This is an optimization exercise on Yosys and OpenROAD, whose aim is small area, a short achievable clock period and few clock cycles per item, not a production implementation.
Where RTL was checked, it was by simulation tests only, not by an equivalence proof against the original.
For runs 1 to 4, only the layout was checked, not whether the RTL still works.
No activity file was given, so power comes from the tool's default toggle rates.

$ cat config.mk
export PLATFORM = sky130hd
export DESIGN_NAME = linear_probe_hash_set
export DESIGN_NICKNAME = linear_probe_hash_set
export VERILOG_FILES = /design/flow/design.v
export SDC_FILE = /design/flow/constraint.sdc
export NUM_CORES = 4
export LEC_CHECK = 0
export ABC_CLOCK_PERIOD_IN_PS = 2500
export CAP_MARGIN = 20
export CORE_MARGIN = 2
export CORE_UTILIZATION = 60
export SETUP_SLACK_MARGIN = 3.0
export SLEW_MARGIN = 20
$ cat run.sh
#!/bin/bash
# synth_recipe.tcl (not shown) runs the flow's synth.tcl, then flattens the netlist and writes it again
# the make line also repeats each setting of config.mk as NAME=value (left out here)
make -C /OpenROAD-flow-scripts/flow DESIGN_CONFIG=/design/flow/config.mk WORK_HOME=/design/flow/orfs CLKGATE_MAP_FILE= SYNTH_SCRIPT=/design/flow/synth_recipe.tcl finish
$ cat constraint.sdc
create_clock -name core_clock -period 6.0 [get_ports {clock}]
set_input_delay 1.2000 -clock core_clock [delete_from_list [all_inputs] [get_ports {clock}]]
set_output_delay 1.2000 -clock core_clock [all_outputs]
set_load 0.01 [all_outputs]
$ cat design.v
`timescale 1ns / 1ps
package lphs_pkg;
   localparam int SLOTS       = 16;
   localparam int CMD_W       = 2;
   localparam int REQ_KEY_W   = 32;
   localparam int STATUS_W    = 2;
   localparam int RSP_SLOT_W  = 4;
   localparam int RSP_COUNT_W = 5;
   localparam int MAX_W       = 5;
   localparam int CSR_ADDR_W  = 3;
   localparam int CSR_DATA_W  = 32;
   localparam logic [MAX_W-1:0] MAX_ENTRIES_RESET = MAX_W'(SLOTS * 7 / 10);
   localparam logic [CMD_W-1:0] CMD_INSERT = 2'd0;
   localparam logic [CMD_W-1:0] CMD_REMOVE = 2'd1;
   localparam logic [CMD_W-1:0] CMD_FIND   = 2'd2;
   localparam logic [STATUS_W-1:0] ST_OK        = 2'd0;
   localparam logic [STATUS_W-1:0] ST_NOT_FOUND = 2'd1;
   localparam logic [STATUS_W-1:0] ST_FULL      = 2'd2;
endpackage
`timescale 1ns / 1ps
module lphs_datapath (
   input  logic                                clock,
   input  logic                                reset,
   input  logic                                accept,
   input  logic [lphs_pkg::CMD_W-1:0]          cmd,
   input  logic [lphs_pkg::REQ_KEY_W-1:0]      key,
   input  logic [lphs_pkg::MAX_W-1:0]          max_entries,
   output logic                                pipe_v,
   output logic                                res_valid,
   output logic [lphs_pkg::STATUS_W-1:0]       res_status,
   output logic [lphs_pkg::RSP_SLOT_W-1:0]     res_slot,
   output logic [lphs_pkg::RSP_COUNT_W-1:0]    res_count
);
   localparam int N = lphs_pkg::SLOTS;
   logic [31:0]  key_q [N];
   logic [N-1:0] used_q, empty_q;
   logic [4:0]   count_q;
   logic         a_v;
   logic [1:0]   a_cmd;
   logic [31:0]  a_key;
   logic         v_q, ins_q, rem_q, rf_q;
   logic [31:0]  rkey_q;
   logic [N-1:0] eq_q;
   logic         eq_k;
   logic [N-1:0] eq_in;
   assign eq_k = (a_key == rkey_q);
   always_comb begin
      for (int s = 0; s < N; s++) begin
         eq_in[s] = used_q[s] ? (a_key == key_q[s]) : eq_k;
      end
   end
   logic [N-1:0] m, match, stopv, first, hi, ehi, reach, smask;
   logic [N:0]   p_hi, p_v, p_ehi, p_e;
   logic         any_free, at_limit, ins_ok, hit;
   logic [3:0]   enc;
   logic [4:0]   cnt_inc, cnt_dec, count_next;
   always_comb begin
      for (int s = 0; s < N; s++) begin
         m[s] = (4'(s) >= rkey_q[3:0]);
      end
      match = used_q & eq_q;
      stopv = ins_q ? ~used_q : (empty_q | match);
      hi    = stopv & m;
      ehi   = empty_q & m;
      p_hi[0]  = 1'b0;
      p_v[0]   = 1'b0;
      p_ehi[0] = 1'b0;
      p_e[0]   = 1'b0;
      for (int s = 0; s < N; s++) begin
         p_hi[s+1]  = p_hi[s] | hi[s];
         p_v[s+1]   = p_v[s] | stopv[s];
         p_ehi[s+1] = p_ehi[s] | ehi[s];
         p_e[s+1]   = p_e[s] | empty_q[s];
      end
      for (int s = 0; s < N; s++) begin
         first[s] = stopv[s] & (m[s] ? !p_hi[s] : !(p_hi[N] | p_v[s]));
         reach[s] = m[s] ? !p_ehi[s] : !(p_ehi[N] | p_e[s]);
      end
   end
   assign any_free = !(&used_q);
   assign at_limit = (count_q >= max_entries) || count_q[4];
   assign ins_ok   = ins_q && !at_limit && any_free;
   assign hit      = rf_q && |(match & reach);
   always_comb begin
      smask = ({N{ins_ok}}) | ({N{rf_q}} & used_q);
      enc = '0;
      for (int s = 0; s < N; s++) begin
         enc = enc | ({4{first[s] & smask[s]}} & 4'(s));
      end
   end
   assign cnt_inc    = count_q + 5'd1;
   assign cnt_dec    = count_q - 5'd1;
   assign count_next = ins_ok ? cnt_inc : ((rem_q && hit) ? cnt_dec : count_q);
   always_ff @(posedge clock) begin
      if (reset) begin
         a_v     <= 1'b0;
         v_q     <= 1'b0;
         ins_q   <= 1'b0;
         rem_q   <= 1'b0;
         rf_q    <= 1'b0;
         used_q  <= '0;
         empty_q <= '1;
         count_q <= '0;
      end else begin
         a_v     <= accept;
         v_q     <= a_v;
         ins_q   <= a_v && (a_cmd == lphs_pkg::CMD_INSERT);
         rem_q   <= a_v && (a_cmd == lphs_pkg::CMD_REMOVE);
         rf_q    <= a_v && (a_cmd == lphs_pkg::CMD_REMOVE || a_cmd == lphs_pkg::CMD_FIND);
         count_q <= count_next;
         for (int s = 0; s < N; s++) begin
            if (ins_ok && first[s]) begin
               used_q[s]  <= 1'b1;
               empty_q[s] <= 1'b0;
            end else if (rem_q && first[s]) begin
               used_q[s]  <= 1'b0;
            end
         end
      end
   end
   always_ff @(posedge clock) begin
      a_cmd  <= cmd;
      a_key  <= key;
      rkey_q <= a_key;
      eq_q   <= eq_in;
      for (int s = 0; s < N; s++) begin
         if (!used_q[s]) begin
            key_q[s] <= rkey_q;
         end
      end
   end
   assign pipe_v     = a_v;
   assign res_valid  = v_q;
   assign res_status = (ins_q && !ins_ok) ? lphs_pkg::ST_FULL :
                       ((ins_q || hit) ? lphs_pkg::ST_OK : lphs_pkg::ST_NOT_FOUND);
   assign res_slot   = enc;
   assign res_count  = count_next;
endmodule
`timescale 1ns / 1ps
module linear_probe_hash_set (
   input  logic                                clock,
   input  logic                                reset,
   input  logic                                req_valid,
   output logic                                req_stall,
   input  logic [lphs_pkg::CMD_W-1:0]          req_cmd,
   input  logic [lphs_pkg::REQ_KEY_W-1:0]      req_key,
   output logic                                rsp_valid,
   input  logic                                rsp_stall,
   output logic [lphs_pkg::STATUS_W-1:0]       rsp_status,
   output logic [lphs_pkg::RSP_SLOT_W-1:0]     rsp_slot,
   output logic [lphs_pkg::RSP_COUNT_W-1:0]    rsp_count,
   input  logic                                psel,
   input  logic                                penable,
   input  logic                                pwrite,
   input  logic [lphs_pkg::CSR_ADDR_W-1:0]     paddr,
   input  logic [lphs_pkg::CSR_DATA_W-1:0]     pwdata,
   output logic [lphs_pkg::CSR_DATA_W-1:0]     prdata,
   output logic                                pready
);
   localparam int RW = lphs_pkg::STATUS_W + lphs_pkg::RSP_SLOT_W + lphs_pkg::RSP_COUNT_W;
   logic [lphs_pkg::MAX_W-1:0] max_q;
   logic                       accept;
   logic                       res_valid;
   logic [RW-1:0]              res;
   assign pready = 1'b1;
   assign prdata = paddr[2] ? '0 : lphs_pkg::CSR_DATA_W'(max_q);
   always_ff @(posedge clock) begin
      if (reset) begin
         max_q <= lphs_pkg::MAX_ENTRIES_RESET;
      end else if (psel && penable && pwrite && !paddr[2]) begin
         max_q <= pwdata[lphs_pkg::MAX_W-1:0];
      end
   end
   logic [RW-1:0] q_q [4];
   logic [3:0]    occ_q, occ_in;
   logic [3:0]    wsel;
   logic          pop, stall_q, pipe_v;
   logic [4:0]    occ_x;
   assign rsp_valid = occ_q[0];
   assign pop       = occ_q[0] && !rsp_stall;
   assign occ_x     = {1'b0, occ_q};
   assign {rsp_status, rsp_slot, rsp_count} = q_q[0];
   always_comb begin
      for (int i = 0; i < 4; i++) begin
         wsel[i] = res_valid && (pop ? (occ_x[i] && !occ_x[i+1])
                                     : (!occ_x[i] && (i == 0 || occ_x[i-1])));
      end
      occ_in = occ_q;
      if (res_valid && !pop) begin
         occ_in = {occ_q[2:0], 1'b1};
      end else if (pop && !res_valid) begin
         occ_in = {1'b0, occ_q[3:1]};
      end
   end
   assign req_stall = stall_q;
   assign accept    = req_valid && !stall_q;
   always_ff @(posedge clock) begin
      if (reset) begin
         occ_q   <= '0;
         stall_q <= 1'b0;
      end else begin
         occ_q   <= occ_in;
         stall_q <= occ_in[3] || (occ_in[2] && (accept || pipe_v)) ||
                    (occ_in[1] && accept && pipe_v);
      end
   end
   always_ff @(posedge clock) begin
      for (int i = 0; i < 4; i++) begin
         if (wsel[i]) begin
            q_q[i] <= res;
         end else if (pop && i < 3) begin
            q_q[i] <= q_q[i+1];
         end
      end
   end
   lphs_datapath u_dp (
      .clock       (clock),
      .reset       (reset),
      .accept      (accept),
      .cmd         (req_cmd),
      .key         (req_key),
      .max_entries (max_q),
      .pipe_v      (pipe_v),
      .res_valid   (res_valid),
      .res_status  (res[RW-1 -: lphs_pkg::STATUS_W]),
      .res_slot    (res[lphs_pkg::RSP_COUNT_W +: lphs_pkg::RSP_SLOT_W]),
      .res_count   (res[lphs_pkg::RSP_COUNT_W-1:0])
   );
endmodule
==> metrics.csv, run 1 <==
stage,metric,value,unit
status,status,"complete, no violations",
sta,Slew Limit Fails,0,
placement,Port Buf Inserts,64,
drt,Detailed Route WL,89700,um
cts,root buf cell,clkbuf_16,
global_route,first-pass GRT wire length,126000,um
sta,Worst Hold Margin,0.381,ns
setup_path,Crit Path Max Fanout,7,
synthesis,Synth Register Bits,690,
sta,Layout Skew,0.0221,ns
sta,final hold vios,0,
global_route,routing usage on met1,49.6,%
layout,"leading cell types in the layout, fill and taps excluded","556 x edfxtp_1, 306 x xnor2_1, 240 x xor2_1",
placement,Placed Instances,2911,
setup_path,worst path arrival time,3.35,ns
setup_path,CP endpoint kind,flip-flop,
floorplan,DIE HEIGHT,227,um
floorplan,die area,51700,um^2
cts,H-tree depth,3,
drt,drt initial violations,2702,
global_route,vias in the first global route,18700,
pwr,Max VDD drop,0.000332,V
hold_path,hold crit path type,flip-flop to flip-flop,
synthesis,ranking of synthesized cells by area,"edfxtp_1 56%, dfxtp_1 9.0%, xnor2_1 9.0%",
drt,drt wl/cell,29.0,um
cts,CTS tree,built,
synthesis,dominant synthesized flop cell,edfxtp_1,
drt,drt first pass iters,5,
global_route,total track usage,35.0,%
cts,CTS sink cnt,690,
layout,Final nets,2456,
synthesis,"EDFF count, synth",556,
synthesis,cell count after synthesis,2217,
global_route,GRT busiest layer,met2,
synthesis,syn avg cell area,13.5,um^2
synthesis,YS warnings,5,
floorplan,Ports,122,
global_route,largest net degree at the start of global routing,51,
synthesis,leading area contributor after synthesis,edfxtp_1,
sta,Fmax,0.336,GHz
setup_path,Crit path required time,6.37,ns
sta,slew of the pin with the lowest slew margin,1.15,ns
cts,CTS Buf Count,71,
placement,placed cell area,31500,um^2
pwr,Leak Pwr,12.4,nW
synthesis,ys async rst share,0,%
synthesis,sequential fraction of the synthesis area,64.7,%
sta,relative slew slack,23.6,%
layout,final instance area,35000,um^2
cts,Skew-Pair Late Insertion Delay,0.61,ns
setup_path,Worst setup SP type,flip-flop,
floorplan,Std-Cell Rows,81,
layout,Area Growth Syn to Fin,16.8,%
layout,layout cell share with drive strength beyond 1,14.9,%
drt,Routed Antenna Nets,0,
layout,Ant. Diodes,0,
global_route,met2 Usage GRT,53.8,%
sta,Setup-failing EPs final,0,
cts,Clock Tree Buf Depth,3,
synthesis,synth unique cells,86,
cts,CTS clock-pin slew for the worst setup and hold paths,0.06,ns
global_route,met3 Track Usage GR,5.87,%
sta,min cycle time layout,2.98,ns
sta,final period utilization,49.6,%
layout,"commonest non-fill, non-tap cell in the layout",edfxtp_1,
global_route,initial antenna violation count,4,
synthesis,top cell type's share of synthesized area,55.8,%
drt,DR DRC count,0,
placement,DP HPWL,53900,um
pwr,PwrDens,311,nW/um^2
floorplan,Initial Utilization,61.0,%
placement,Final GP Congestion,0.920,
layout,Final Non-Filler Cells,3090,
global_route,GRT overflow,0,
synthesis,cell area after synthesis,29900,um^2
run,# Max-Cap Violations,0,
floorplan,core area,49100,um^2
sta,RSZ-0062 raised after global routing,yes,
floorplan,Die Wd,227,um
setup_path,CP Class,flip-flop to flip-flop,
pwr,"Power, Total",10.9,mW
drt,via count,19700,
sta,setup TNS,0,ns
drt,Vias/cell,6.36,
[area by class of cell]
| cell class | instances | area (um^2) |
|---|---|---|
| multi-input combinational | 1367 | 10400 |
| fill | 3352 | 14100 |
| timing repair buffer | 199 | 1790 |
| sequential | 690 | 19400 |
| inverter | 40 | 154 |
| clock inverter | 24 | 295 |
| tap | 664 | 831 |
| clock buffer | 106 | 2110 |
[final timing paths]
kind / startpoint / endpoint / slack, ns / cells after the start
worst max-delay path: u_dp.rkey_q[0]$_DFF_P_ / q_q[0][0]$_DFFE_PP_ / 3.02 / 9
worst min-delay path: u_dp.a_key[14]$_DFF_P_ / u_dp.rkey_q[14]$_DFF_P_ / 0.38 / 0
worst max register to register: u_dp.rkey_q[0]$_DFF_P_ / q_q[0][0]$_DFFE_PP_ / 3.02 / 9
worst min register to register: u_dp.a_key[14]$_DFF_P_ / u_dp.rkey_q[14]$_DFF_P_ / 0.38 / 0
[per-layer routing]
metal | share of wire (%) | routed length [um]
met5 | 0 | 0
met3 | 10 | 9410
met2 | 45 | 40700
met4 | 4.4 | 3940
met1 | 40 | 35600
[per-stage QoR]
step | setup WS, ns | utilization, %
floorplan | 3.07 | -
global placement | 1.90 | 64.1
detailed placement | 1.93 | 64.2
CTS | 2.96 | 70.3
global route | 2.96 | 71.3
finish | 3.02 | 71.3
[logic make-up after synthesis]
| kind of cell | share of synthesized area [%] |
|---|---|
| XOR/XNOR | 16.0 |
| AND/OR/NAND/NOR | 9.32 |
| AO/OA/AOI/OAI | 6.27 |
| buffers and inverters | 2.83 |
| other | 0.0251 |
| multiplexers | 0.389 |
| adder cells (fa/ha/maj) | 0.460 |
| flip-flops | 64.7 |
[report_power, final]
group | internal [mW] | switching, mW | total [mW]
clock | 2.71 | 1.84 | 4.55
sequential | 5.38 | 0.115 | 5.49
combinational | 0.330 | 0.513 | 0.843
[timing repair]
action	4_1_cts	5_1_grt
gates cloned	1	0
pin swaps	18	35
resized for setup	93	64
hold buffers	0	0
setup buffers	26	22
setup endpoints to repair	101	54
endpoints found under the hold margin	0	0
[critical path, stage by stage (launching register included)]
cell and delay [ns]:
dfxtp_4 0.38, buf_12 0.14, buf_12 0.13, o211ai_1 0.25, and2_4 0.23, nor4_2 0.06
a41o_2 0.35, o41ai_4 0.63, nand3_2 0.27, a31o_4 0.28
[synthesized netlist by cell type, drive strengths merged (18+ instances only)]
cell    number
and2        21
o21ai       36
dfxtp      134
nand4      110
xnor2      306
edfxtp     556
inv         40
buf         42
nor3        34
a21oi       60
clkbuf     104
nand2       81
nor2        73
nand3       60
o22ai       18
a21o        19
a211o       20
nor4        80
xor2       240
[registers in the layout, summed over array words and instances (netlist names), 2 cells and up]
name	count
u_dp.key_q	512
q_q	44
u_dp.a_key	32
u_dp.rkey_q	32
u_dp.empty_q	16
u_dp.eq_q	16
u_dp.used_q	16
max_q	5
u_dp.count_q	5
occ_q	4
u_dp.a_cmd	2
==> run 2, diff against run 1 <==
--- a/config.mk
+++ b/config.mk
@@ -11,2 +11,5 @@
 export CORE_UTILIZATION = 60
+export CTS_BUF_LIST = sky130_fd_sc_hd__clkbuf_8 sky130_fd_sc_hd__clkbuf_16
+export CTS_CLUSTER_DIAMETER = 60
+export CTS_CLUSTER_SIZE = 16
 export SETUP_SLACK_MARGIN = 3.0
==> run 2 against run 1 <==
Against the previous run:
- still clean on timing, DRC and antenna
- routed wire length decreased by 0.83%
- first-iteration DRC count is 13% lower
- sequential cell count unchanged
- total power fell by 11%
- setup slack improved by 0.0022 ns
- non-clock buffer count up 3
- core utilization fell by 1.5 points
- die area unchanged
- combinational power about the same
- worst hold slack improved by 0.0032 ns
- cell count down 0.81%
- sequential power about the same
- critical path type unchanged
- largest power group unchanged
- highest routed layer is now met5
==> metrics.csv, run 2 <==
stage,metric,value,unit
status,status,"complete, no violations",
layout,max reg flops,512,
setup_path,worst path arrival time,3.32,ns
cts,Skew-Pair Late Insertion Delay,0.65,ns
synthesis,dominant synthesized flop cell,edfxtp_1,
global_route,total track usage,34.6,%
setup_path,R2R depth,10,
floorplan,Die Wd,227,um
setup_path,CP endpoint kind,flip-flop,
drt,Vias/cell,6.35,
cts,CTS sink cnt,690,
layout,Fill cells,3471,
synthesis,sequential fraction of the synthesis area,64.7,%
synthesis,top cell type's share of synthesized area,55.8,%
global_route,first-pass GRT wire length,125000,um
sta,Setup-failing EPs final,0,
synthesis,syn avg cell area,13.5,um^2
cts,CTS Buf Count,53,
sta,Layout Skew,0.0432,ns
drt,drt wl/cell,29.0,um
cts,H-tree depth,2,
drt,drt first pass iters,6,
synthesis,Synth Register Bits,690,
synthesis,ranking of synthesized cells by area,"edfxtp_1 56%, dfxtp_1 9.0%, xnor2_1 9.0%",
pwr,Leak Pwr,12.1,nW
cts,CTS tree,built,
synthesis,cell count after synthesis,2217,
placement,placed cell area,31500,um^2
sta,Slew Limit Fails,0,
placement,DP HPWL,53900,um
sta,slew of the pin with the lowest slew margin,1.13,ns
pwr,PwrDens,284,nW/um^2
synthesis,commonest cells in the netlist,"556 x edfxtp_1, 306 x xnor2_1, 240 x xor2_1",
sta,final worst slack,3.03,ns
placement,Final GP Congestion,0.920,
synthesis,cell area after synthesis,29900,um^2
placement,Port Buf Inserts,64,
synthesis,"EDFF count, synth",556,
layout,final instance area,34200,um^2
floorplan,DIE HEIGHT,227,um
hold_path,hold crit path type,flip-flop to flip-flop,
floorplan,Ports,122,
layout,Biggest register,u_dp.key_q,
sta,min cycle time layout,2.97,ns
layout,Area Growth Syn to Fin,14.4,%
layout,"leading cell types in the layout, fill and taps excluded","556 x edfxtp_1, 306 x xnor2_1, 240 x xor2_1",
run,# Max-Cap Violations,0,
layout,"commonest non-fill, non-tap cell in the layout",edfxtp_1,
cts,Post-CTS Hold Fix Bufs,0,
setup_path,CP Class,flip-flop to flip-flop,
floorplan,core area,49100,um^2
drt,DR DRC count,0,
global_route,GRT overflow,0,
sta,Fmax,0.336,GHz
global_route,vias in the first global route,18500,
synthesis,YS warnings,5,
layout,FF/Latch Area,19400,um^2
layout,Multi-input gate area,10400,um^2
cts,CTS clock-pin slew for the worst setup and hold paths,0.07,ns
setup_path,Worst setup SP type,flip-flop,
setup_path,Crit Path Max Fanout,9,
hold_path,hold path cells,0,
placement,Place WS,1.93,ns
cts,Clock Tree Buf Depth,3,
sta,RSZ-0062 raised after global routing,yes,
setup_path,Crit path required time,6.34,ns
layout,Final nets,2442,
synthesis,top-count cell post-synth,edfxtp_1,
floorplan,die area,51700,um^2
drt,Routed Antenna Nets,0,
sta,relative slew slack,24.7,%
global_route,largest net degree at the start of global routing,51,
synthesis,synth unique cells,86,
global_route,initial antenna violation count,1,
floorplan,Initial Utilization,61.0,%
drt,via count,19500,
drt,Detailed Route WL,88900,um
sta,final period utilization,49.6,%
layout,layout cell share with drive strength beyond 1,13.7,%
floorplan,Std-Cell Rows,81,
sta,setup TNS,0,ns
synthesis,ys async rst share,0,%
pwr,Max VDD drop,0.000322,V
layout,Regs by FF count,"u_dp.key_q x512, q_q x44",
sta,final hold vios,0,
synthesis,leading area contributor after synthesis,edfxtp_1,
drt,drt initial violations,2359,
cts,root buf cell,clkbuf_16,
==> run 2: changes by cell type in the layout (fill, tap and decap cells not counted), moves of 3 or more <==
cell       before  now
inv_1          35   65
clkbuf_16      76   54
clkinv_1        5    2
clkbuf_1       20    0
clkinv_2       10    4
bufinv_16       6    1
clkbuf_8       10    2
==> run 2: where the power goes <==
| part | internal [mW] | switching [mW] | total, mW |
|---|---|---|---|
| Clock | 1.72 | 1.69 | 3.41 |
| Sequential | 5.37 | 0.115 | 5.49 |
| Combinational | 0.332 | 0.510 | 0.842 |
| Total | 7.43 | 2.31 | 9.74 |
==> run 2: critical path, stage by stage, from the launching register on <==
cell and delay [ns]:
dfxtp_4 0.41, buf_12 0.17, nor2_4 0.25, nand3_2 0.22
nand4_4 0.30, nor3_2 0.10, buf_4 0.19, a31oi_2 0.30
nor2_1 0.14, nor4_4 0.43, a31oi_1 0.17
==> run 2: cell families after synthesis <==
group	after synthesis	synth area share, %
flip-flops	690	64.7
XOR/XNOR	546	16.0
other	2	0.0251
multiplexers	11	0.389
AND/OR/NAND/NOR	512	9.32
buffers and inverters	186	2.83
adder cells (fa/ha/maj)	11	0.460
AO/OA/AOI/OAI	259	6.27
==> run 2: final timing paths <==
check	to	from	slack, ns
worst max-delay path	q_q[0][5]$_DFFE_PP_	u_dp.rkey_q[3]$_DFF_P_	3.03
worst min-delay path	u_dp.rkey_q[14]$_DFF_P_	u_dp.a_key[14]$_DFF_P_	0.38
worst max register to register	q_q[0][5]$_DFFE_PP_	u_dp.rkey_q[3]$_DFF_P_	3.03
worst min register to register	u_dp.rkey_q[14]$_DFF_P_	u_dp.a_key[14]$_DFF_P_	0.38
==> run 2: final cells by class <==
| class | count | share of cell area (%) |
|---|---|---|
| antenna | 1 | 0.00731 |
| clock buffer | 56 | 4.03 |
| clock inverter | 44 | 0.811 |
| inverter | 40 | 0.449 |
| multi-input combinational | 1368 | 30.3 |
| sequential | 690 | 56.7 |
| tap | 664 | 2.43 |
| timing repair buffer | 202 | 5.35 |
==> run 2: what timing repair did <==
item                       in CTS  in global routing
gates resized for setup        89                 67
pin swaps                      19                 36
buffers inserted               28                 23
setup endpoints to repair     103                 54
cloned                          1                  1
==> run 2: stage by stage <==
step / power, mW / hold slack, ns / std cells / utilization, %
5_1_grt: 9.99 / 0.392 / 3064 / 69.8
4_1_cts: 9.73 / 0.384 / 3040 / 68.8
3_3_place_gp: 6.34 / 0.369 / 2910 / 64.1
2_1_floorplan: 6.06 / 0.329 / 2243 / -
6_report: 9.74 / 0.384 / 3065 / 69.8
3_5_place_dp: 6.37 / 0.374 / 2911 / 64.2
==> run 2: per-layer routing <==
layer / global-route usage [%] / routed length (um) / vias up
li1: - / - / 8348
met1: 49.4 / 35500 / 9755
met2: 53.9 / 40500 / 1145
met3: 5.24 / 9510 / 218
met4: 13.3 / 3450 / 2
met5: 0 / 9 / -
==> run 3, diff against run 2 <==
--- a/design.v
+++ b/design.v
@@ -27,3 +27,2 @@
    input  logic [lphs_pkg::MAX_W-1:0]          max_entries,
-   output logic                                pipe_v,
    output logic                                res_valid,
@@ -37,5 +36,2 @@
    logic [4:0]   count_q;
-   logic         a_v;
-   logic [1:0]   a_cmd;
-   logic [31:0]  a_key;
    logic         v_q, ins_q, rem_q, rf_q;
@@ -45,6 +41,6 @@
    logic [N-1:0] eq_in;
-   assign eq_k = (a_key == rkey_q);
-   always_comb begin
-      for (int s = 0; s < N; s++) begin
-         eq_in[s] = used_q[s] ? (a_key == key_q[s]) : eq_k;
+   assign eq_k = (key == rkey_q);
+   always_comb begin
+      for (int s = 0; s < N; s++) begin
+         eq_in[s] = used_q[s] ? (key == key_q[s]) : eq_k;
       end
@@ -95,3 +91,2 @@
       if (reset) begin
-         a_v     <= 1'b0;
          v_q     <= 1'b0;
@@ -104,7 +99,6 @@
       end else begin
-         a_v     <= accept;
-         v_q     <= a_v;
-         ins_q   <= a_v && (a_cmd == lphs_pkg::CMD_INSERT);
-         rem_q   <= a_v && (a_cmd == lphs_pkg::CMD_REMOVE);
-         rf_q    <= a_v && (a_cmd == lphs_pkg::CMD_REMOVE || a_cmd == lphs_pkg::CMD_FIND);
+         v_q     <= accept;
+         ins_q   <= accept && (cmd == lphs_pkg::CMD_INSERT);
+         rem_q   <= accept && (cmd == lphs_pkg::CMD_REMOVE);
+         rf_q    <= accept && (cmd == lphs_pkg::CMD_REMOVE || cmd == lphs_pkg::CMD_FIND);
          count_q <= count_next;
@@ -121,5 +115,3 @@
    always_ff @(posedge clock) begin
-      a_cmd  <= cmd;
-      a_key  <= key;
-      rkey_q <= a_key;
+      rkey_q <= key;
       eq_q   <= eq_in;
@@ -131,3 +123,2 @@
    end
-   assign pipe_v     = a_v;
    assign res_valid  = v_q;
@@ -173,7 +164,7 @@
    end
-   logic [RW-1:0] q_q [4];
-   logic [3:0]    occ_q, occ_in;
-   logic [3:0]    wsel;
-   logic          pop, stall_q, pipe_v;
-   logic [4:0]    occ_x;
+   logic [RW-1:0] q_q [3];
+   logic [2:0]    occ_q, occ_in;
+   logic [2:0]    wsel;
+   logic          pop, stall_q;
+   logic [3:0]    occ_x;
    assign rsp_valid = occ_q[0];
@@ -183,3 +174,3 @@
    always_comb begin
-      for (int i = 0; i < 4; i++) begin
+      for (int i = 0; i < 3; i++) begin
          wsel[i] = res_valid && (pop ? (occ_x[i] && !occ_x[i+1])
@@ -189,5 +180,5 @@
       if (res_valid && !pop) begin
-         occ_in = {occ_q[2:0], 1'b1};
+         occ_in = {occ_q[1:0], 1'b1};
       end else if (pop && !res_valid) begin
-         occ_in = {1'b0, occ_q[3:1]};
+         occ_in = {1'b0, occ_q[2:1]};
       end
@@ -202,11 +193,10 @@
          occ_q   <= occ_in;
-         stall_q <= occ_in[3] || (occ_in[2] && (accept || pipe_v)) ||
-                    (occ_in[1] && accept && pipe_v);
-      end
-   end
-   always_ff @(posedge clock) begin
-      for (int i = 0; i < 4; i++) begin
+         stall_q <= occ_in[2] || (occ_in[1] && accept);
+      end
+   end
+   always_ff @(posedge clock) begin
+      for (int i = 0; i < 3; i++) begin
          if (wsel[i]) begin
             q_q[i] <= res;
-         end else if (pop && i < 3) begin
+         end else if (pop && i < 2) begin
             q_q[i] <= q_q[i+1];
@@ -222,3 +212,2 @@
       .max_entries (max_q),
-      .pipe_v      (pipe_v),
       .res_valid   (res_valid),
--- a/config.mk
+++ b/config.mk
@@ -7,3 +7,3 @@
 export LEC_CHECK = 0
-export ABC_CLOCK_PERIOD_IN_PS = 2500
+export ABC_CLOCK_PERIOD_IN_PS = 2000
 export CAP_MARGIN = 20
@@ -11,6 +11,6 @@
 export CORE_UTILIZATION = 60
-export CTS_BUF_LIST = sky130_fd_sc_hd__clkbuf_8 sky130_fd_sc_hd__clkbuf_16
+export CTS_BUF_LIST = sky130_fd_sc_hd__clkbuf_8
 export CTS_CLUSTER_DIAMETER = 60
 export CTS_CLUSTER_SIZE = 16
-export SETUP_SLACK_MARGIN = 3.0
+export SETUP_SLACK_MARGIN = 3.3
 export SLEW_MARGIN = 20
==> run 3 against run 2 <==
Against the previous run:
- register-to-register slack worse by 0.11 ns
- routed wire length decreased by 1.6%
- setup slack got worse by 0.11 ns
- synthesized cell count fell by 6.5%
- worst hold slack improved by 0.085 ns
- via count shrank 5.8%
- critical endpoint is now q_q[0][6]$_DFFE_PP_
==> metrics.csv, run 3 <==
stage,metric,value,unit
pwr,"Power, Total",8.50,mW
floorplan,Std-Cell Rows,79,
synthesis,syn avg cell area,13.6,um^2
synthesis,"EDFF count, synth",545,
pwr,Max VDD drop,0.000285,V
sta,setup TNS,0,ns
setup_path,CP Class,flip-flop to flip-flop,
layout,Biggest register,u_dp.key_q,
sta,Setup-failing EPs final,0,
sta,final hold vios,0,
synthesis,main combinational cell family by area after synthesis,XOR/XNOR gates,
global_route,total track usage,35.5,%
synthesis,sequential fraction of the synthesis area,64.8,%
global_route,GRT overflow,0,
layout,FF/Latch Area,18400,um^2
setup_path,Setup crit start,u_dp.rkey_q[0]$_DFF_P_,
floorplan,die area,48900,um^2
status,status,"complete, no violations",
sta,min cycle time layout,3.09,ns
layout,Final Non-Filler Cells,2936,
cts,Clock Tree Buf Depth,3,
global_route,largest net degree at the start of global routing,48,
layout,max reg flops,512,
run,# Max-Cap Violations,0,
synthesis,leading area contributor after synthesis,edfxtp_1,
layout,Ant. Diodes,0,
drt,drt first pass iters,5,
floorplan,core area,46600,um^2
drt,Vias/cell,6.25,
synthesis,Compound-Gate Fraction of Synth Area,5.14,%
synthesis,top-count cell post-synth,edfxtp_1,
synthesis,ranking of synthesized cells by area,"edfxtp_1 58%, xnor2_1 9.0%, xor2_1 8.0%",
layout,Area Growth Syn to Fin,17.5,%
layout,final core occ,71.3,%
floorplan,Initial Utilization,60.7,%
drt,drt initial violations,2132,
drt,drt wl/cell,29.8,um
pwr,Leak Pwr,12.0,nW
synthesis,top cell type's share of synthesized area,57.9,%
setup_path,Crit Path Max Fanout,8,
placement,DP HPWL,53000,um
global_route,vias in the first global route,18000,
setup_path,worst path arrival time,3.51,ns
layout,Fill cells,3101,
cts,H-tree depth,2,
synthesis,dominant synthesized flop cell,edfxtp_1,
synthesis,commonest cells in the netlist,"545 x edfxtp_1, 290 x xnor2_1, 257 x xor2_1",
sta,Worst Hold Margin,0.469,ns
setup_path,CP endpoint kind,flip-flop,
setup_path,Crit path required time,6.43,ns
sta,Fmax,0.324,GHz
drt,via count,18300,
setup_path,R2R Path Start,u_dp.rkey_q[0]$_DFF_P_,
setup_path,flop2flop setup slack,2.91,ns
synthesis,Synth Register Bits,643,
floorplan,DIE HEIGHT,221,um
hold_path,hold crit path type,flip-flop to flip-flop,
synthesis,synth unique cells,83,
layout,Regs by FF count,"u_dp.key_q x512, q_q x33, u_dp.rkey_q x32",
drt,Routed Antenna Nets,0,
layout,layout cell share with drive strength beyond 1,21.1,%
cts,Skew-Pair Late Insertion Delay,0.71,ns
synthesis,Post-Synth Adder-Cell Area,0.487,%
drt,Detailed Route WL,87500,um
layout,"commonest non-fill, non-tap cell in the layout",edfxtp_1,
placement,Final GP Congestion,0.902,
cts,CTS sink cnt,643,
floorplan,Ports,122,
layout,Final nets,2377,
sta,relative slew slack,17.4,%
sta,Layout Skew,0.0422,ns
sta,RSZ-0062 raised after global routing,yes,
hold_path,Hold Startpoint,max_q[1]$_SDFFE_PP1P_,
drt,DR DRC count,0,
synthesis,ys async rst share,0,%
cts,CTS Buf Count,51,
sta,final period utilization,51.4,%
cts,root buf cell,clkbuf_8,
global_route,first-pass GRT wire length,124000,um
floorplan,Die Wd,221,um
pwr,PwrDens,256,nW/um^2
synthesis,cell area after synthesis,28300,um^2
global_route,initial antenna violation count,1,
cts,CTS clock-pin slew for the worst setup and hold paths,0.10,ns
synthesis,post-synthesis mux area share,0.500,%
sta,Slew Limit Fails,0,
synthesis,Synth Area in XOR/XNOR,16.9,%
cts,CTS tree,built,
setup_path,Worst setup SP type,flip-flop,
placement,Port Buf Inserts,64,
layout,"leading cell types in the layout, fill and taps excluded","545 x edfxtp_1, 289 x xnor2_1, 256 x xor2_1",
sta,slew of the pin with the lowest slew margin,1.24,ns
synthesis,cell count after synthesis,2073,
layout,Multi-input gate area,10300,um^2
synthesis,YS warnings,5,
placement,Placed Instances,2732,
synthesis,Synth Area in Simple Gates,9.10,%
[run 3: layout make-up]
| type | count | share of cell area, % |
|---|---|---|
| multi-input combinational | 1279 | 30.9 |
| sequential | 643 | 55.4 |
| timing repair buffer | 270 | 7.85 |
| clock inverter | 41 | 0.916 |
| inverter | 45 | 0.516 |
| tap | 607 | 2.29 |
| clock buffer | 51 | 2.11 |
[run 3: through the flow]
stage | area, um^2 | setup slack [ns]
3_5_place_dp | 29900 | 1.71
5_1_grt | 33200 | 2.84
6_report | 33200 | 2.91
4_1_cts | 32700 | 2.94
3_3_place_gp | 29800 | 1.68
2_1_floorplan | 28400 | 3.30
[run 3: timing repair]
| item | in CTS | in global routing |
|---|---|---|
| endpoints found under the hold margin | 0 | 0 |
| setup endpoints to repair | 99 | 75 |
| buffers inserted | 86 | 22 |
| hold buffers | 0 | 0 |
| resized for setup | 331 | 76 |
| cloned | 3 | 1 |
| pin swaps | 77 | 60 |
[run 3: worst paths after layout]
check	endpoint	depth (start not counted)
worst max-delay path	q_q[0][6]$_DFFE_PP_	12
worst min-delay path	max_q[1]$_SDFFE_PP1P_	1
worst max register to register	q_q[0][6]$_DFFE_PP_	12
worst min register to register	max_q[1]$_SDFFE_PP1P_	1
[run 3: routing by layer]
layer  wire length, um  part of all wire, %  vias up  global-route usage [%]
li1                  -                    -     7916                       -
met1             32300                   37     9213                    44.9
met2             42700                   49      964                    59.4
met3              7600                  8.7      249                    6.31
met4              4970                  5.7        0                    17.9
met5                 0                    0        -                       0
[run 3: logic make-up (layout without fill, tap and decap cells)]
group,after synthesis,after routing
other cells,2,28
mux,13,13
flops,643,643
compound gates,209,209
xor+xnor,547,547
fa+ha+maj,11,11
buf+inv,177,407
simple gates,471,471
[run 3: worst max-delay path, stage by stage (launching register included)]
cell and delay (ns):
dfxtp_4 0.40, buf_6 0.14, nor2_4 0.23, nand2_2 0.11, o221ai_4 0.28, nor3_2 0.10
buf_6 0.17, buf_12 0.13, a31o_4 0.24, and3_1 0.21, nor4_4 0.22, nand4_1 0.23
mux2_4 0.34
[run 3: report_power, final]
| part | total (mW) | internal, mW | switching, mW |
|---|---|---|---|
| sequential | 5.15 | 5.04 | 0.105 |
| clock | 2.45 | 0.959 | 1.49 |
| combinational | 0.909 | 0.364 | 0.545 |
==> run 4, diff against run 3 <==
--- a/config.mk
+++ b/config.mk
@@ -7,3 +7,3 @@
 export LEC_CHECK = 0
-export ABC_CLOCK_PERIOD_IN_PS = 2000
+export ABC_CLOCK_PERIOD_IN_PS = 2500
 export CAP_MARGIN = 20
@@ -14,3 +14,3 @@
 export CTS_CLUSTER_SIZE = 16
-export SETUP_SLACK_MARGIN = 3.3
+export SETUP_SLACK_MARGIN = 3.0
 export SLEW_MARGIN = 20
==> run 4 against run 3 <==
Against the previous run:
- critical endpoint unchanged
- combinational power down 3.3%
- area after synthesis unchanged
- total power shrank 2.1%
- via count is 1.2% lower
- die area unchanged
- largest power group unchanged
- worst hold slack better by 0.0035 ns
- clock-buffer cell count is the same
==> metrics.csv, run 4 <==
stage,metric,value,unit
layout,max reg flops,512,
setup_path,Worst setup SP type,flip-flop,
layout,"leading cell types in the layout, fill and taps excluded","545 x edfxtp_1, 289 x xnor2_1, 256 x xor2_1",
hold_path,Hold Startpoint,max_q[3]$_SDFFE_PP1P_,
placement,Place WS,1.79,ns
synthesis,top cell type's share of synthesized area,57.9,%
drt,drt wl/cell,30.4,um
run,# Max-Cap Violations,0,
synthesis,leading area contributor after synthesis,edfxtp_1,
cts,Clock Tree Buf Depth,3,
global_route,largest net degree at the start of global routing,48,
placement,Port Buf Inserts,64,
sta,Slew Limit Fails,0,
pwr,PwrDens,258,nW/um^2
setup_path,crit-path leading delay family,compound AO/OA/AOI/OAI gates,
synthesis,top-count cell post-synth,edfxtp_1,
sta,Worst Hold Margin,0.473,ns
layout,Regs by FF count,"u_dp.key_q x512, q_q x33, u_dp.rkey_q x32",
setup_path,Crit Path Max Fanout,7,
sta,final hold vios,0,
drt,Routed Antenna Nets,0,
layout,layout cell share with drive strength beyond 1,16.7,%
setup_path,crit path cell chain,clkbuf_16 -> nor2_4 -> nand2_2 -> o221ai_4 -> nor3_4 -> buf_6 -> a21oi_2 -> nand2_1 -> o41ai_2 -> nand4_1 -> buf_4 -> mux2_2,
floorplan,die area,48900,um^2
cts,H-tree depth,2,
setup_path,R2R Path Start,u_dp.rkey_q[1]$_DFF_P_,
cts,CTS sink cnt,643,
global_route,initial antenna violation count,1,
floorplan,Std-Cell Rows,79,
floorplan,Die Wd,221,um
sta,Fmax,0.321,GHz
drt,Vias/cell,6.28,
sta,RSZ-0062 raised after global routing,yes,
global_route,first-pass GRT wire length,123000,um
global_route,total track usage,35.3,%
sta,setup TNS,0,ns
synthesis,"EDFF count, synth",545,
layout,final instance area,32200,um^2
floorplan,Initial Utilization,60.7,%
cts,CTS Buf Count,50,
synthesis,ys async rst share,0,%
synthesis,commonest cells in the netlist,"545 x edfxtp_1, 290 x xnor2_1, 257 x xor2_1",
drt,DR DRC count,0,
placement,placed cell area,29800,um^2
layout,"commonest non-fill, non-tap cell in the layout",edfxtp_1,
setup_path,R2R depth,12,
sta,final period utilization,51.9,%
drt,drt first pass iters,7,
drt,Detailed Route WL,87700,um
setup_path,CP max-delay cell,dfxtp_4,
cts,Skew-Pair Late Insertion Delay,0.70,ns
cts,CTS clock-pin slew for the worst setup and hold paths,0.10,ns
layout,Final Non-Filler Cells,2887,
status,status,"complete, no violations",
setup_path,Crit path required time,6.42,ns
drt,M1 WL,33400,um
setup_path,worst path arrival time,3.54,ns
cts,CTS tree,built,
sta,min cycle time layout,3.12,ns
hold_path,hold path cells,1,
synthesis,ranking of synthesized cells by area,"edfxtp_1 58%, xnor2_1 9.0%, xor2_1 8.0%",
global_route,vias in the first global route,17500,
setup_path,CP Class,flip-flop to flip-flop,
layout,Fill cells,3268,
drt,drt initial violations,1974,
sta,slew of the pin with the lowest slew margin,1.06,ns
sta,Layout Skew,0.0540,ns
global_route,GRT overflow,0,
setup_path,Buf/Inv on CP,3,
synthesis,YS warnings,5,
sta,final worst slack,2.88,ns
pwr,Leak Pwr,11.5,nW
layout,Ant. Diodes,0,
setup_path,reg-to-reg endpoint,q_q[0][6]$_DFFE_PP_,
synthesis,Synth Register Bits,643,
layout,Biggest register,u_dp.key_q,
sta,Setup-failing EPs final,0,
hold_path,hold endpoint,max_q[3]$_SDFFE_PP1P_,
cts,root buf cell,clkbuf_8,
floorplan,Ports,122,
setup_path,flop2flop setup slack,2.88,ns
setup_path,CP endpoint kind,flip-flop,
synthesis,cell area after synthesis,28300,um^2
layout,Area Growth Syn to Fin,14.1,%
pwr,"Power, Total",8.33,mW
synthesis,syn avg cell area,13.6,um^2
layout,final core occ,69.3,%
floorplan,core area,46600,um^2
setup_path,CP max stage delay,0.41,ns
placement,Final GP Congestion,0.886,
sta,relative slew slack,29.0,%
placement,DP HPWL,52500,um
synthesis,synth unique cells,83,
hold_path,hold crit path type,flip-flop to flip-flop,
drt,via count,18100,
drt,met3 wire length,6880,um
floorplan,DIE HEIGHT,221,um
drt,met2 WL,42500,um
layout,Final nets,2325,
synthesis,sequential fraction of the synthesis area,64.8,%
placement,Placed Instances,2735,
drt,DR top layer,met4,
synthesis,dominant synthesized flop cell,edfxtp_1,
pwr,Max VDD drop,0.000233,V
synthesis,cell count after synthesis,2073,
[run 4: layer usage]
layer | global-route usage (%) | vias to the layer above
met5 | 0 | -
met4 | 15.5 | 0
met3 | 4.63 | 234
met2 | 59.2 | 895
met1 | 46.4 | 9178
li1 | - | 7812
[run 4: worst max path at each step]
stage                                 from              endpoint  slack (ns)  cells after the start
floorplan           u_dp.rkey_q[1]$_DFF_P_   q_q[0][3]$_DFFE_PP_        3.09                     10
global placement                req_key[4]  u_dp.eq_q[1]$_DFF_P_        1.81                      6
detailed placement              req_key[4]  u_dp.eq_q[1]$_DFF_P_        1.79                      6
CTS                 u_dp.rkey_q[1]$_DFF_P_   q_q[0][8]$_DFFE_PP_        2.93                     11
global route         u_dp.ins_q$_SDFF_PP0_   q_q[0][8]$_DFFE_PP_        2.82                     11
finish              u_dp.rkey_q[1]$_DFF_P_   q_q[0][6]$_DFFE_PP_        2.88                     12
[run 4: layout make-up]
class	count	area (um^2)	area share [%]
Clock inverter	43	238	0.737
Timing Repair Buffer	219	2030	6.30
Clock buffer	51	702	2.18
Multi-Input combinational cell	1279	9950	30.9
Inverter	45	173	0.535
Sequential cell	643	18400	57.0
Tap cell	607	759	2.36
[run 4: power by group]
part	internal (mW)	switching, mW	leakage (nW)
logic	0.341	0.538	4.40
registers	5.04	0.100	6.53
clock network	0.827	1.48	0.576
total	6.21	2.12	11.5
[run 4: logic make-up after synthesis]
family	count (synthesis)	synth area share, %
fa+ha+maj	11	0.487
buf+inv	177	2.96
xor+xnor	547	16.9
compound gates	209	5.14
other cells	2	0.0266
mux	13	0.500
flops	643	64.8
simple gates	471	9.10
[run 4: worst register-to-register path: stages (launching register included)]
cell and delay (ns):
dfxtp_4 0.41, clkbuf_16 0.19, nor2_4 0.24, nand2_2 0.12, o221ai_4 0.29, nor3_4 0.10, buf_6 0.16, a21oi_2 0.28
nand2_1 0.15, o41ai_2 0.36, nand4_1 0.13, buf_4 0.17, mux2_2 0.28
[run 4: repair_timing]
| action | 4_1_cts | 5_1_grt |
|---|---|---|
| cloned | 3 | 3 |
| setup endpoints to repair | 81 | 40 |
| setup buffers | 36 | 16 |
| resized for setup | 173 | 67 |
| hold buffers | 0 | 0 |
| pin swaps | 25 | 36 |
==> run 5, diff against run 4 <==
--- a/design.v
+++ b/design.v
@@ -47,4 +47,31 @@
    end
-   logic [N-1:0] m, match, stopv, first, hi, ehi, reach, smask;
-   logic [N:0]   p_hi, p_v, p_ehi, p_e;
+   function automatic logic [N-1:0] circ_first(input logic [N-1:0] v, input logic [N-1:0] m);
+      logic [N-1:0] vh;
+      logic [N:0]   p_h, p_v;
+      vh     = v & m;
+      p_h[0] = 1'b0;
+      p_v[0] = 1'b0;
+      for (int s = 0; s < N; s++) begin
+         p_h[s+1] = p_h[s] | vh[s];
+         p_v[s+1] = p_v[s] | v[s];
+      end
+      for (int s = 0; s < N; s++) begin
+         circ_first[s] = v[s] & (m[s] ? !p_h[s] : !(p_h[N] | p_v[s]));
+      end
+   endfunction
+   function automatic logic [N-1:0] circ_before(input logic [N-1:0] v, input logic [N-1:0] m);
+      logic [N-1:0] vh;
+      logic [N:0]   p_h, p_v;
+      vh     = v & m;
+      p_h[0] = 1'b0;
+      p_v[0] = 1'b0;
+      for (int s = 0; s < N; s++) begin
+         p_h[s+1] = p_h[s] | vh[s];
+         p_v[s+1] = p_v[s] | v[s];
+      end
+      for (int s = 0; s < N; s++) begin
+         circ_before[s] = m[s] ? !p_h[s] : !(p_h[N] | p_v[s]);
+      end
+   endfunction
+   logic [N-1:0] m_in, m_q, match, first_ins, first_rf, reach, sel;
    logic         any_free, at_limit, ins_ok, hit;
@@ -54,23 +81,9 @@
       for (int s = 0; s < N; s++) begin
-         m[s] = (4'(s) >= rkey_q[3:0]);
-      end
-      match = used_q & eq_q;
-      stopv = ins_q ? ~used_q : (empty_q | match);
-      hi    = stopv & m;
-      ehi   = empty_q & m;
-      p_hi[0]  = 1'b0;
-      p_v[0]   = 1'b0;
-      p_ehi[0] = 1'b0;
-      p_e[0]   = 1'b0;
-      for (int s = 0; s < N; s++) begin
-         p_hi[s+1]  = p_hi[s] | hi[s];
-         p_v[s+1]   = p_v[s] | stopv[s];
-         p_ehi[s+1] = p_ehi[s] | ehi[s];
-         p_e[s+1]   = p_e[s] | empty_q[s];
-      end
-      for (int s = 0; s < N; s++) begin
-         first[s] = stopv[s] & (m[s] ? !p_hi[s] : !(p_hi[N] | p_v[s]));
-         reach[s] = m[s] ? !p_ehi[s] : !(p_ehi[N] | p_e[s]);
-      end
-   end
+         m_in[s] = (4'(s) >= key[3:0]);
+      end
+   end
+   assign match     = used_q & eq_q;
+   assign first_ins = circ_first(~used_q, m_q);
+   assign first_rf  = circ_first(empty_q | match, m_q);
+   assign reach     = circ_before(empty_q, m_q);
    assign any_free = !(&used_q);
@@ -80,6 +93,6 @@
    always_comb begin
-      smask = ({N{ins_ok}}) | ({N{rf_q}} & used_q);
+      sel = ({N{ins_ok}} & first_ins) | ({N{rf_q}} & used_q & first_rf);
       enc = '0;
       for (int s = 0; s < N; s++) begin
-         enc = enc | ({4{first[s] & smask[s]}} & 4'(s));
+         enc = enc | ({4{sel[s]}} & 4'(s));
       end
@@ -105,6 +118,6 @@
          for (int s = 0; s < N; s++) begin
-            if (ins_ok && first[s]) begin
+            if (ins_ok && first_ins[s]) begin
                used_q[s]  <= 1'b1;
                empty_q[s] <= 1'b0;
-            end else if (rem_q && first[s]) begin
+            end else if (rem_q && first_rf[s]) begin
                used_q[s]  <= 1'b0;
@@ -116,2 +129,3 @@
       rkey_q <= key;
+      m_q    <= m_in;
       eq_q   <= eq_in;
==> run 5 against run 4 <==
Against the previous run:
- clock skew decreased by 0.019 ns
- non-clock buffer count decreased by 33
- critical path depth decreased by 4
- first-iteration DRC count increased by 13%
- register-to-register slack improved by 0.16 ns
==> metrics.csv, run 5 <==
stage,metric,value,unit
status,status,"complete, no violations",
pwr,clock power share,28.4,%
setup_path,CP Class,primary input to flip-flop,
pwr,Max VDD drop,0.000275,V
synthesis,commonest cells in the netlist,"545 x edfxtp_1, 309 x xnor2_1, 232 x xor2_1",
floorplan,DIE HEIGHT,223,um
sta,RSZ-0062 raised after global routing,no,
layout,Area Growth Syn to Fin,11.3,%
drt,Vias/cell,6.35,
synthesis,cell area after synthesis,28800,um^2
synthesis,ranking of synthesized cells by area,"edfxtp_1 57%, xnor2_1 9.4%, dfxtp_1 7.9%",
synthesis,syn avg cell area,13.7,um^2
cts,Skew-Pair Late Insertion Delay,0.71,ns
pwr,Reg power frac,62.0,%
sta,Setup-failing EPs final,0,
synthesis,cell count after synthesis,2106,
cts,H-tree depth,2,
drt,DR DRC count,0,
setup_path,CP max stage delay,0.71,ns
synthesis,ys async rst share,0,%
drt,drt initial violations,2226,
synthesis,Synth Register Bits,658,
floorplan,Initial Utilization,60.6,%
global_route,total track usage,34.9,%
pwr,logic gate share of total power,9.6,%
drt,drt wl/cell,30.0,um
synthesis,sequential fraction of the synthesis area,64.7,%
global_route,initial antenna violation count,3,
layout,Regs by FF count,"u_dp.key_q x512, q_q x33, u_dp.rkey_q x32",
hold_path,hold path cells,0,
sta,final hold vios,0,
sta,min cycle time layout,3.01,ns
synthesis,leading area contributor after synthesis,edfxtp_1,
floorplan,Die Wd,223,um
sta,Worst Hold Margin,0.445,ns
pwr,total internal power,6.35,mW
pwr,PwrDens,264,nW/um^2
setup_path,Crit Path Max Fanout,10,
setup_path,Worst setup SP type,primary input,
placement,DP HPWL,53900,um
setup_path,crit path cell chain,clkdlybuf4s50_1 -> buf_4 -> buf_4 -> xnor2_1 -> nand4_1 -> nor4_1 -> nand4_1 -> o22ai_1,
setup_path,CP endpoint kind,flip-flop,
drt,Detailed Route WL,86600,um
cts,Clock Tree Buf Depth,3,
layout,max reg flops,512,
sta,setup TNS,0,ns
layout,"leading cell types in the layout, fill and taps excluded","545 x edfxtp_1, 308 x xnor2_1, 229 x xor2_1",
cts,CTS tree,built,
pwr,NetSw,2.13,mW
pwr,"Power, Total",8.48,mW
setup_path,worst path arrival time,3.64,ns
synthesis,top-count cell post-synth,edfxtp_1,
global_route,first-pass GRT wire length,122000,um
layout,final instance area,32100,um^2
layout,Final nets,2318,
drt,drt first pass iters,6,
layout,layout cell share with drive strength beyond 1,14.1,%
setup_path,CP max-delay cell,clkdlybuf4s50_1,
synthesis,dominant synthesized flop cell,edfxtp_1,
sta,slew of the pin with the lowest slew margin,1.15,ns
layout,Biggest register,u_dp.key_q,
hold_path,hold crit path type,flip-flop to flip-flop,
placement,Final GP Congestion,0.927,
floorplan,Std-Cell Rows,80,
cts,root buf cell,clkbuf_8,
pwr,Leak Pwr,11.4,nW
global_route,largest net degree at the start of global routing,47,
setup_path,Crit path required time,6.63,ns
global_route,GRT overflow,0,
synthesis,YS warnings,5,
drt,via count,18400,
sta,Layout Skew,0.0348,ns
run,# Max-Cap Violations,0,
cts,CTS clock-pin slew for the worst setup and hold paths,0.10,ns
synthesis,top cell type's share of synthesized area,56.8,%
global_route,vias in the first global route,17500,
drt,Routed Antenna Nets,0,
synthesis,"EDFF count, synth",545,
cts,CTS sink cnt,658,
synthesis,synth unique cells,83,
placement,Port Buf Inserts,64,
floorplan,die area,49800,um^2
cts,CTS Buf Count,51,
layout,"commonest non-fill, non-tap cell in the layout",edfxtp_1,
placement,placed cell area,30300,um^2
floorplan,Ports,122,
pwr,Sw Ratio,25.1,%
sta,final period utilization,50.2,%
setup_path,R2R depth,8,
sta,relative slew slack,23.1,%
floorplan,core area,47500,um^2
sta,Slew Limit Fails,0,
sta,Fmax,0.332,GHz
[run 5: power by group through the flow]
stage | Sequential [mW] | Clock, mW | Combinational (mW)
after floorplan | 5.35 | 0 | 0.483
after global placement | 5.36 | 0 | 0.770
after detailed placement | 5.37 | 0 | 0.781
after CTS | 5.26 | 2.43 | 0.797
after global routing | 5.28 | 2.59 | 0.856
final | 5.26 | 2.41 | 0.813
[run 5: final timing paths]
check | startpoint | end | slack (ns)
max | req_key[4] | u_dp.eq_q[6]$_DFF_P_ | 2.99
min | u_dp.rkey_q[16]$_DFF_P_ | u_dp.key_q[1][16]$_DFFE_PN_ | 0.45
max reg2reg | u_dp.used_q[9]$_SDFFE_PP0P_ | q_q[0][7]$_DFFE_PP_ | 3.04
min reg2reg | u_dp.rkey_q[16]$_DFF_P_ | u_dp.key_q[1][16]$_DFFE_PN_ | 0.45
[run 5: final cells by class]
class,count,area (um^2)
fill,3467,15500
clock buffer,56,771
multi-input combinational,1281,9770
timing repair buffer,186,1620
inverter,53,210
tap,615,769
antenna,3,7.51
clock inverter,39,200
sequential,658,18700
[run 5: cells by family after synthesis]
logic type                 share of synthesized area [%]
muxes                                              0.604
and+or+nand+nor                                     9.21
adders and majority gates                          0.478
AOI/OAI and AO/OA                                   5.49
other                                             0.0261
DFF                                                 64.7
buffers and inverters                               3.05
xor gates and xnor gates                            16.5
[run 5: through the flow]
stage | std cells | utilization (%) | worst slack, ns
detailed placement | 2763 | 63.7 | 1.73
floorplan | 2132 | - | 3.04
global route | 2888 | 67.4 | 2.97
CTS | 2870 | 66.7 | 3.00
finish | 2891 | 67.4 | 2.99
global placement | 2763 | 63.7 | 1.72
[run 5: worst max-delay path: cells and delay by family]
family                 cells  cell delay, ns
buffers and inverters      3            1.32
AND/OR/NAND/NOR            3            0.81
AO/OA/AOI/OAI              1            0.16
XOR/XNOR                   1            0.14
[run 5: timing repair]
item                                    CTS  global route
resized for setup                       109            55
buffers inserted                         12            18
endpoints found under the setup margin   59            45
hold buffers                              0             0
endpoints found under the hold margin     0             0
pin swaps                                19            29
[run 5: metal layers]
layer	part of all wire, %	vias up	GRT usage [%]	routed length, um
li1	-	7915	-	-
met1	38	9252	45.6	32600
met2	49	984	58.7	42200
met3	8.5	206	4.21	7380
met4	5.1	0	16.8	4460
met5	0	-	0	0
Testbench counts of run 5, summed over its fixed seeds: cycles 2,416, items 2,400.
==> run 6, diff against run 5 <==
--- a/config.mk
+++ b/config.mk
@@ -7,6 +7,6 @@
 export LEC_CHECK = 0
-export ABC_CLOCK_PERIOD_IN_PS = 2500
+export ABC_CLOCK_PERIOD_IN_PS = 2000
 export CAP_MARGIN = 20
 export CORE_MARGIN = 2
-export CORE_UTILIZATION = 60
+export CORE_UTILIZATION = 72
 export CTS_BUF_LIST = sky130_fd_sc_hd__clkbuf_8
@@ -14,3 +14,3 @@
 export CTS_CLUSTER_SIZE = 16
-export SETUP_SLACK_MARGIN = 3.0
+export SETUP_SLACK_MARGIN = 3.4
 export SLEW_MARGIN = 20
==> run 6 against run 5 <==
Against the previous run:
- final area grew 3.0%
- critical path depth is the same
- die area shrank 16%
- total power shrank 0.78%
- critical path type is now flip-flop to flip-flop
- critical endpoint is now q_q[0][6]$_DFFE_PP_
==> metrics.csv, run 6 <==
stage,metric,value,unit
synthesis,dominant synthesized flop cell,edfxtp_1,
layout,Regs by FF count,"u_dp.key_q x512, q_q x33, u_dp.rkey_q x32",
placement,Final GP Congestion,0.939,
cts,CTS sink cnt,658,
global_route,initial antenna violation count,3,
status,status,"complete, no violations",
cts,Skew-Pair Late Insertion Delay,0.71,ns
drt,via count,19800,
floorplan,DIE HEIGHT,204,um
hold_path,hold path cells,1,
cts,CTS clock-pin slew for the worst setup and hold paths,0.10,ns
sta,setup TNS,0,ns
floorplan,Std-Cell Rows,73,
layout,"leading cell types in the layout, fill and taps excluded","545 x edfxtp_1, 308 x xnor2_1, 229 x xor2_1",
global_route,GRT overflow,0,
sta,RSZ-0062 raised after global routing,yes,
pwr,PwrDens,255,nW/um^2
drt,drt first pass iters,5,
drt,Detailed Route WL,92200,um
pwr,Max VDD drop,0.000268,V
layout,"commonest non-fill, non-tap cell in the layout",edfxtp_1,
setup_path,Crit path required time,6.55,ns
drt,Vias/cell,6.90,
synthesis,syn avg cell area,13.7,um^2
setup_path,CP endpoint kind,flip-flop,
global_route,total track usage,43.9,%
drt,DR DRC count,0,
drt,drt wl/cell,32.0,um
global_route,first-pass GRT wire length,128000,um
synthesis,YS warnings,5,
synthesis,synth unique cells,83,
synthesis,cell count after synthesis,2106,
synthesis,commonest cells in the netlist,"545 x edfxtp_1, 309 x xnor2_1, 232 x xor2_1",
sta,Fmax,0.343,GHz
floorplan,Initial Utilization,72.6,%
layout,layout cell share with drive strength beyond 1,20.8,%
cts,H-tree depth,2,
layout,Biggest register,u_dp.key_q,
cts,Clock Tree Buf Depth,3,
synthesis,"EDFF count, synth",545,
placement,Port Buf Inserts,64,
drt,Routed Antenna Nets,0,
drt,drt initial violations,2582,
synthesis,sequential fraction of the synthesis area,64.7,%
setup_path,Crit Path Max Fanout,4,
layout,Area Growth Syn to Fin,14.7,%
sta,final hold vios,0,
synthesis,leading area contributor after synthesis,edfxtp_1,
synthesis,top cell type's share of synthesized area,56.8,%
sta,Layout Skew,0.0382,ns
floorplan,Die Wd,204,um
setup_path,Worst setup SP type,flip-flop,
setup_path,worst path arrival time,3.47,ns
pwr,Leak Pwr,12.0,nW
global_route,vias in the first global route,19100,
setup_path,CP Class,flip-flop to flip-flop,
cts,CTS tree,built,
floorplan,die area,41600,um^2
layout,max reg flops,512,
sta,min cycle time layout,2.92,ns
floorplan,core area,39600,um^2
sta,slew of the pin with the lowest slew margin,1.15,ns
setup_path,R2R depth,8,
hold_path,hold crit path type,flip-flop to flip-flop,
synthesis,cell area after synthesis,28800,um^2
sta,final period utilization,48.6,%
run,# Max-Cap Violations,0,
global_route,largest net degree at the start of global routing,47,
sta,Slew Limit Fails,0,
synthesis,Synth Register Bits,658,
cts,Post-CTS Hold Fix Bufs,0,
layout,Final nets,2397,
cts,CTS Buf Count,48,
sta,relative slew slack,22.8,%
pwr,"Power, Total",8.41,mW
floorplan,Ports,122,
cts,root buf cell,clkbuf_8,
synthesis,top-count cell post-synth,edfxtp_1,
synthesis,ranking of synthesized cells by area,"edfxtp_1 57%, xnor2_1 9.4%, dfxtp_1 7.9%",
synthesis,ys async rst share,0,%
placement,DP HPWL,52800,um
sta,Setup-failing EPs final,0,
run 6: cell counts after synthesis:
Identical to the previous run, type by type.
run 6: worst paths after layout:
path                               start                    end  slack (ns)
max reg2reg  u_dp.used_q[0]$_SDFFE_PP0P_    q_q[0][6]$_DFFE_PP_        3.08
min reg2reg        max_q[1]$_SDFFE_PP1P_  max_q[1]$_SDFFE_PP1P_        0.47
min                max_q[1]$_SDFFE_PP1P_  max_q[1]$_SDFFE_PP1P_        0.47
max          u_dp.used_q[0]$_SDFFE_PP0P_    q_q[0][6]$_DFFE_PP_        3.08
run 6: layout make-up:
cell class	count	area, um^2
repair inverters	4	20.0
inverters	53	223
flip-flops and latches	658	18700
repair buffers	264	2270
fillers	1965	6610
clock buffers	50	688
clock inverters	40	178
well taps	525	657
multi-input cells	1281	10200
diodes	3	7.51
run 6: critical path, stage by stage (launching register included):
cell and delay (ns):
dfxtp_4 0.37, and2b_4 0.20, nor4_4 0.47, nand4b_4 0.14, or4_4 0.58, o41a_1 0.38, nand4_1 0.26, nand4bb_4 0.21
mux2_2 0.17
run 6: metrics by stage:
step | cells | hold slack [ns] | area, um^2 | util, % | worst slack [ns]
2_1_floorplan | 2132 | 0.435 | 29000 | - | 3.10
3_3_place_gp | 2665 | 0.443 | 30200 | 76.2 | 1.77
3_5_place_dp | 2665 | 0.448 | 30200 | 76.2 | 1.74
4_1_cts | 2842 | 0.473 | 32400 | 81.7 | 3.10
5_1_grt | 2875 | 0.490 | 33000 | 83.3 | 2.97
6_report | 2878 | 0.473 | 33000 | 83.3 | 3.08
run 6: kinds of logic (layout without fill, tap and decap cells):
kind of cell	after synthesis	after routing	synth area share, %
AOI/OAI and AO/OA	229	229	5.49
other	2	31	0.0261
xor gates and xnor gates	541	541	16.5
muxes	16	16	0.604
and+or+nand+nor	456	456	9.21
buffers and inverters	193	411	3.05
DFF	658	658	64.7
adders and majority gates	11	11	0.478
run 6: report_power, final:
group / switching [mW] / total, mW / internal, mW
Clock: 1.46 / 2.25 / 0.790
Sequential: 0.129 / 5.27 / 5.14
Combinational: 0.551 / 0.893 / 0.342
run 6: layer usage:
layer	vias up	routed length [um]	global-route usage (%)
li1	8070	-	-
met4	2	8560	31.2
met2	1715	43100	71.2
met1	9544	28700	53.0
met3	515	11800	8.80
met5	-	16	0
run 6: what timing repair did:
item | 4_1_cts | 5_1_grt
setup endpoints to repair | 115 | 77
pin swaps | 47 | 49
buffers inserted | 83 | 33
gates cloned | 4 | 0
gates resized for setup | 279 | 137
==> run 7, diff against run 6 <==
--- a/config.mk
+++ b/config.mk
@@ -10,3 +10,3 @@
 export CORE_MARGIN = 2
-export CORE_UTILIZATION = 72
+export CORE_UTILIZATION = 60
 export CTS_BUF_LIST = sky130_fd_sc_hd__clkbuf_8
@@ -14,2 +14,3 @@
 export CTS_CLUSTER_SIZE = 16
+export PLACE_DENSITY = 0.75
 export SETUP_SLACK_MARGIN = 3.4
==> run 7 against run 6 <==
Against the previous run:
- via count fell by 4.3%
- clock-buffer cell count rose by 2
- synthesized cell count did not move
- area after synthesis did not move
- combinational power fell by 5.6%
- global-route usage fell by 9.2 points
- setup slack got worse by 0.020 ns
- sequential share of layout area barely moved
- cell count rose by 2.2%
- non-clock buffer count fell by 27
- critical path type unchanged
- largest cell class unchanged
- largest power group unchanged
- highest routed layer is now met4
==> metrics.csv, run 7 <==
stage,metric,value,unit
status,status,"complete, no violations",
drt,drt wl/cell,29.7,um
sta,final period utilization,48.9,%
synthesis,leading area contributor after synthesis,edfxtp_1,
setup_path,CP endpoint kind,flip-flop,
synthesis,syn avg cell area,13.7,um^2
synthesis,dominant synthesized flop cell,edfxtp_1,
sta,Layout Skew,0.0695,ns
floorplan,Std-Cell Rows,80,
pwr,logic gate share of total power,9.9,%
sta,slew of the pin with the lowest slew margin,1.22,ns
floorplan,Initial Utilization,60.6,%
synthesis,ys async rst share,0,%
pwr,clock power share,28.2,%
drt,drt initial violations,2439,
layout,Multi-input gate area,10200,um^2
setup_path,worst path arrival time,3.39,ns
global_route,vias in the first global route,18100,
layout,Fill cells,3222,
cts,Skew-Pair Late Insertion Delay,0.73,ns
cts,CTS Buf Count,51,
setup_path,reg-to-reg endpoint,q_q[0][7]$_DFFE_PP_,
synthesis,Synth Area in XOR/XNOR,16.5,%
cts,CTS clock-pin slew for the worst setup and hold paths,0.10,ns
drt,Vias/cell,6.45,
sta,Fmax,0.341,GHz
hold_path,hold crit path type,flip-flop to flip-flop,
placement,Port Buf Inserts,64,
cts,CTS tree,built,
cts,Clock Tree Buf Depth,3,
hold_path,hold endpoint,max_q[1]$_SDFFE_PP1P_,
setup_path,Crit Path Max Fanout,10,
floorplan,core area,47500,um^2
pwr,Sw Ratio,25.2,%
drt,drt first pass iters,6,
synthesis,Synth Area in Simple Gates,9.21,%
setup_path,flop2flop setup slack,3.06,ns
pwr,Leak Pwr,11.8,nW
sta,Setup-failing EPs final,0,
global_route,first-pass GRT wire length,123000,um
hold_path,Hold Startpoint,max_q[1]$_SDFFE_PP1P_,
layout,Final nets,2373,
global_route,largest net degree at the start of global routing,47,
setup_path,Crit path required time,6.46,ns
pwr,total internal power,6.36,mW
sta,Slew Limit Fails,0,
global_route,GRT overflow,0,
synthesis,cell count after synthesis,2106,
cts,root buf cell,clkbuf_8,
## run 7: worst max-delay path, cell delays in order (launching register included)
cell and delay (ns):
dfxtp_4 0.36, buf_6 0.15, nand3_2 0.12, nor3_4 0.06, and3_4 0.17, o211ai_1 0.39, o32ai_2 0.19, a311o_2 0.41
or4_4 0.54, mux2_4 0.30
## run 7: worst max path at each step
stage | slack [ns] | start | end
2_1_floorplan | 3.10 | u_dp.used_q[8]$_SDFFE_PP0P_ | q_q[0][5]$_DFFE_PP_
3_5_place_dp | 1.77 | req_key[31] | u_dp.eq_q[4]$_DFF_P_
6_report | 3.06 | u_dp.used_q[6]$_SDFFE_PP0P_ | q_q[0][7]$_DFFE_PP_
3_3_place_gp | 1.77 | req_key[31] | u_dp.eq_q[4]$_DFF_P_
5_1_grt | 3.02 | u_dp.used_q[5]$_SDFFE_PP0P_ | q_q[0][2]$_DFFE_PP_
4_1_cts | 2.93 | max_q[2]$_SDFFE_PP0P_ | q_q[0][7]$_DFFE_PP_
## run 7: per-layer routing
layer	wire, um	share of wire, %	vias to the layer above	GRT usage, %
met4	5060	5.8	0	17.4
met3	8980	10	273	5.33
met2	41100	47	1188	56.4
met1	32100	37	9507	46.0
li1	-	-	8017	-
met5	0	0	-	0
## run 7: power by group through the flow
stage               registers [mW]  clock network (mW)  logic, mW
floorplan                     5.35                   0      0.491
global placement              5.35                   0      0.752
detailed placement            5.37                   0      0.769
CTS                           5.26                2.41      0.807
global route                  5.28                2.56      0.884
finish                        5.26                2.40      0.843
## run 7: what timing repair did
action | 4_1_cts | 5_1_grt
buffers inserted | 58 | 34
endpoints found under the setup margin | 112 | 79
hold buffers | 0 | 0
resized for setup | 267 | 160
pin swaps | 43 | 55
cloned | 5 | 1
endpoints found under the hold margin | 0 | 0
## run 7: final cells by class
class                           instances  share of cell area (%)
Clock buffer                           52                    2.17
Timing Repair inverter                  4                  0.0606
Timing Repair Buffer                  237                    6.29
Inverter                               53                   0.674
Sequential cell                       658                    56.8
Tap cell                              615                    2.33
Multi-Input combinational cell       1281                    30.9
Clock inverter                         39                   0.758
Antenna cell                            3                  0.0227
## run 7: kinds of logic (layout without fill, tap and decap cells)
| family | count (synthesis) | count (layout) |
|---|---|---|
| DFF | 658 | 658 |
| muxes | 16 | 16 |
| and+or+nand+nor | 456 | 456 |
| AOI/OAI and AO/OA | 229 | 229 |
| xor gates and xnor gates | 541 | 541 |
| buffers and inverters | 193 | 385 |
| other | 2 | 31 |
| adders and majority gates | 11 | 11 |
## run 7: per-stage QoR
step	utilization (%)	instance area (um^2)	cells	power [mW]	setup slack [ns]
detailed placement	63.7	30300	2750	6.14	1.77
finish	69.4	33000	2942	8.50	3.06
CTS	67.9	32300	2904	8.48	2.93
floorplan	-	29000	2132	5.85	3.10
global route	69.4	33000	2940	8.72	3.02
global placement	63.7	30300	2750	6.11	1.77

==> what the ideal ports hide <==
How much do the figures lean on ideal ports? The routed layouts below were timed once more, with nothing changed but the port constraints. Step 1: set_driving_cell puts a clkbuf_16 on clock and a buf_2 on each other input, an assumption about the parent block. Step 2 also shifts input and output timing later by t, the mid clock arrival at the registers, as if the neighbouring blocks saw the same clock. a / b / c = no drivers / after step 1 / after step 2; a / b = the first two.
run | shift t [ns] | setup slack, ns
run 1 | 0.661 | 3.023 / 3.008 / 2.436
run 2 | 0.686 | 3.025 / 3.009 / 2.450
run 3 | 0.742 | 2.915 / 2.915 / 2.525
run 4 | 0.732 | 2.883 / 2.883 / 2.281
run 5 | 0.754 | 2.986 / 3.006 / 2.253
run 6 | 0.750 | 3.084 / 3.084 / 2.413
run 7 | 0.758 | 3.064 / 3.064 / 2.629
After both steps every run listed still meets setup and hold.
